This is an optimization exercise on Yosys and OpenROAD, whose aim is small area, not a production implementation. The RTL was checked by simulation tests, not by an equivalence proof against the original design. The clock port is modelled as an ideal driver; clocking choices that lean on that would not hold on a real chip. No activity file was given, so power comes from the tool's default toggle rates.

Design pipe_regfile, start of the top module:
module pipe_regfile #(
   parameter int unsigned       DATA_W     = 64,
   parameter int unsigned       REG_AW     = 4,
   parameter int unsigned       NREGS      = 15,
   parameter int unsigned       PEND_W     = 2,
   parameter logic [DATA_W-1:0] STACK_INIT = 64'h0000_0000_0000_0200
) (
   input  logic              clk_i,
   input  logic              rst_i,
   input  logic [3:0]        icode_i,
   input  logic [REG_AW-1:0] rA_i,
   input  logic [REG_AW-1:0] rB_i,
   input  logic              dec_valid_i,
   output logic              dec_ready_o,
   output logic [REG_AW-1:0] srcA_o,
   output logic [REG_AW-1:0] srcB_o,
   output logic [REG_AW-1:0] dstE_o,
   output logic [REG_AW-1:0] dstM_o,
   output logic [DATA_W-1:0] valA_o,
   output logic [DATA_W-1:0] valB_o,
   input  logic              wb_valid_i,
   input  logic [REG_AW-1:0] wb_dstE_i,
   input  logic [REG_AW-1:0] wb_dstM_i,
   input  logic              wb_cnd_i,
   input  logic [DATA_W-1:0] wb_valE_i,
   input  logic [DATA_W-1:0] wb_valM_i,
   output logic              err_o
);
For scale: about 1000 flip-flops, roughly 300 I/O pins, roughly 45000 um^2 of cells after synthesis.
clock: 7.0 ns
lec_check: 0
cap_margin: 20
core_margin: 2
core_utilization: 40
place_density: 0.5
setup_slack_margin: 0.1
slew_margin: 20
synth_hierarchical: 1
standard.sh (not shown) runs the stock make flow with config.mk's settings and CLKGATE_MAP_FILE= SYNTH_SCRIPT=/design/flow/synth_recipe.tcl, a recipe that flattens the netlist after the stock synthesis.
==> flow/flow/run.sh <==
#!/bin/bash
# Standard ORFS layout (the standard.sh) with these changes:
#  - port buffers use the smallest buffer, sky130_fd_sc_hd__buf_1, rather than
#    the delay cell buffer_ports picks by default;
#  - at the start of CTS, flow/rebuffer.tcl replaces the placement repair's
#    buffer trees on high-fanout nets with one buf_8 per net;
#  - CTS clusters up to 26 sinks per leaf buffer and inserts no dummy loads.
set -euo pipefail
export BUFFER_PORTS_ARGS="-buffer_cell sky130_fd_sc_hd__buf_1"
export PRE_CTS_TCL="$PWD/flow/rebuffer.tcl"
export CTS_ARGS="-sink_clustering_enable -repair_clock_nets -dont_use_dummy_load -sink_clustering_size 26 -sink_clustering_max_diameter 100"
bash standard.sh finish > standard_flow.log 2>&1
==> flow/flow/rebuffer.tcl <==
# Sourced at the start of CTS (PRE_CTS_TCL), on the placed design.
# The placement-stage repair buffers high-fanout select nets with trees of
# small buffers. Collapse those trees (only the repair's own "place*"
# buffers; port buffers are kept) and give each net with many loads a single
# buf_8 instead. repair_design then fixes anything left over and the cells
# are legalised again.
set block [ord::get_db_block]
set n 0
foreach i [$block getInsts] {
  if {![string match "place*" [$i getName]]} continue
  set in {}
  set out {}
  foreach it [$i getITerms] {
    if {[$it isInputSignal]} { set in [$it getNet] }
    if {[$it isOutputSignal]} { set out [$it getNet] }
  }
  if {$in eq "" || $out eq "" || $in eq "NULL" || $out eq "NULL"} continue
  if {[llength [$out getBTerms]] > 0 || [llength [$in getBTerms]] > 0} continue
  foreach it [$out getITerms] {
    if {[$it getInst] eq $i} continue
    $it disconnect
    $it connect $in
  }
  foreach it [$i getITerms] { $it disconnect }
  odb::dbInst_destroy $i
  odb::dbNet_destroy $out
  incr n
}
puts "rebuffer: collapsed $n repair buffers"
set hf {}
foreach net [$block getNets] {
  if {[$net getSigType] ne "SIGNAL"} continue
  if {[llength [$net getBTerms]] > 0} continue
  if {[llength [$net getITerms]] - 1 >= 24} { lappend hf [$net getName] }
}
puts "rebuffer: [llength $hf] high-fanout nets get one buf_8"
foreach nn $hf {
  insert_buffer -buffer_cell sky130_fd_sc_hd__buf_8 -net [get_nets $nn]
}
estimate_parasitics -placement
repair_design -cap_margin $::env(CAP_MARGIN) -slew_margin $::env(SLEW_MARGIN)
detailed_placement
Then changed:
--- a/flow/flow/run.sh
+++ b/flow/flow/run.sh
@@ -6 +6 @@
-#    buffer trees on high-fanout nets with one buf_8 per net;
+#    buffer trees on high-fanout nets with one buf_8 per net, driven by a size-1 gate;
--- a/flow/flow/rebuffer.tcl
+++ b/flow/flow/rebuffer.tcl
@@ -5 +5 @@
-# buf_8 instead. repair_design then fixes anything left over and the cells
+# buf_8 instead, driven by a size-1 gate. repair_design then fixes anything left over and the cells
@@ -39,0 +40,29 @@
+# The net's driver now sees only the buf_8: take it back to drive strength 1
+# where the library has that size.
+set nd 0
+foreach nn $hf {
+  set net [$block findNet $nn]
+  set drv {}
+  foreach it [$net getITerms] {
+    if {[$it isOutputSignal]} { set drv [$it getInst] }
+  }
+  # insert_buffer may leave the net's name on either side of the new buffer
+  if {$drv ne "" && [[$drv getMaster] getName] eq "sky130_fd_sc_hd__buf_8"} {
+    foreach it [$drv getITerms] {
+      if {[$it isInputSignal]} { set net [$it getNet] }
+    }
+  }
+  foreach it [$net getITerms] {
+    if {![$it isOutputSignal]} continue
+    set inst [$it getInst]
+    set mname [[$inst getMaster] getName]
+    if {[regexp {^(sky130_fd_sc_hd__\w+)_([0-9]+)$} $mname -> base sz] && $sz > 1} {
+      set small [get_lib_cells -quiet ${base}_1]
+      if {$small ne "" && ![string match "*buf*" $base]} {
+        replace_cell [get_cells [$inst getName]] $small
+        incr nd
+      }
+    }
+  }
+}
+puts "rebuffer: $nd drivers taken back to size 1"
What happened:
- total power goes down by 0.30%
- core utilization decreases by 0.59 points
- wire length stays flat
- final cell count is about the same
- via count hardly moves
- final area fell by 1.3%
- die area does not change
- sequential share of layout area increases by 0.52 points
- flip-flop and latch count stays the same
Then changed:
- SETUP_SLACK_MARGIN: 0.1 -> 0.3
What happened: Wire length climbs by 1.9%; final area climbs by 0.41%; setup slack improved by 0.21 ns; synthesized cell count does not change; worst hold slack improved by 0.0048 ns; core utilization climbs by 0.19 points; cell count stays flat; critical path depth stays the same.

==> re-timing with driven ports <==
Ports are ideal in the flow. The routed layouts listed here were re-timed in OpenROAD. Step 1 sets driving cells, clkbuf_16 on the clock port and buf_2 on the other inputs (assumed; they add their load-dependent delay and slew). Step 2 times the ports against the registers' clock, not the clock port: input delays grow and output delays shrink by t, the midpoint of the rising clock arrivals with the driver on. Three values: ideal, step 1, step 2; two values: the first two.
run	t, ns	setup slack, ns	worst setup path at the end	clock arrival spread, ns
the first run	0.748	0.117 / 0.093 / 0.093	input to output	0.050 / 0.050
the second run	0.746	0.100 / 0.053 / 0.053	input to output	0.052 / 0.051
the third run	0.746	0.309 / 0.287 / 0.287	input to output	0.071 / 0.071
After both steps every run listed still meets setup and hold. The setup slack of the second run, which loses most, moves by -0.047 ns with the drivers and by -0.047 ns with both steps.
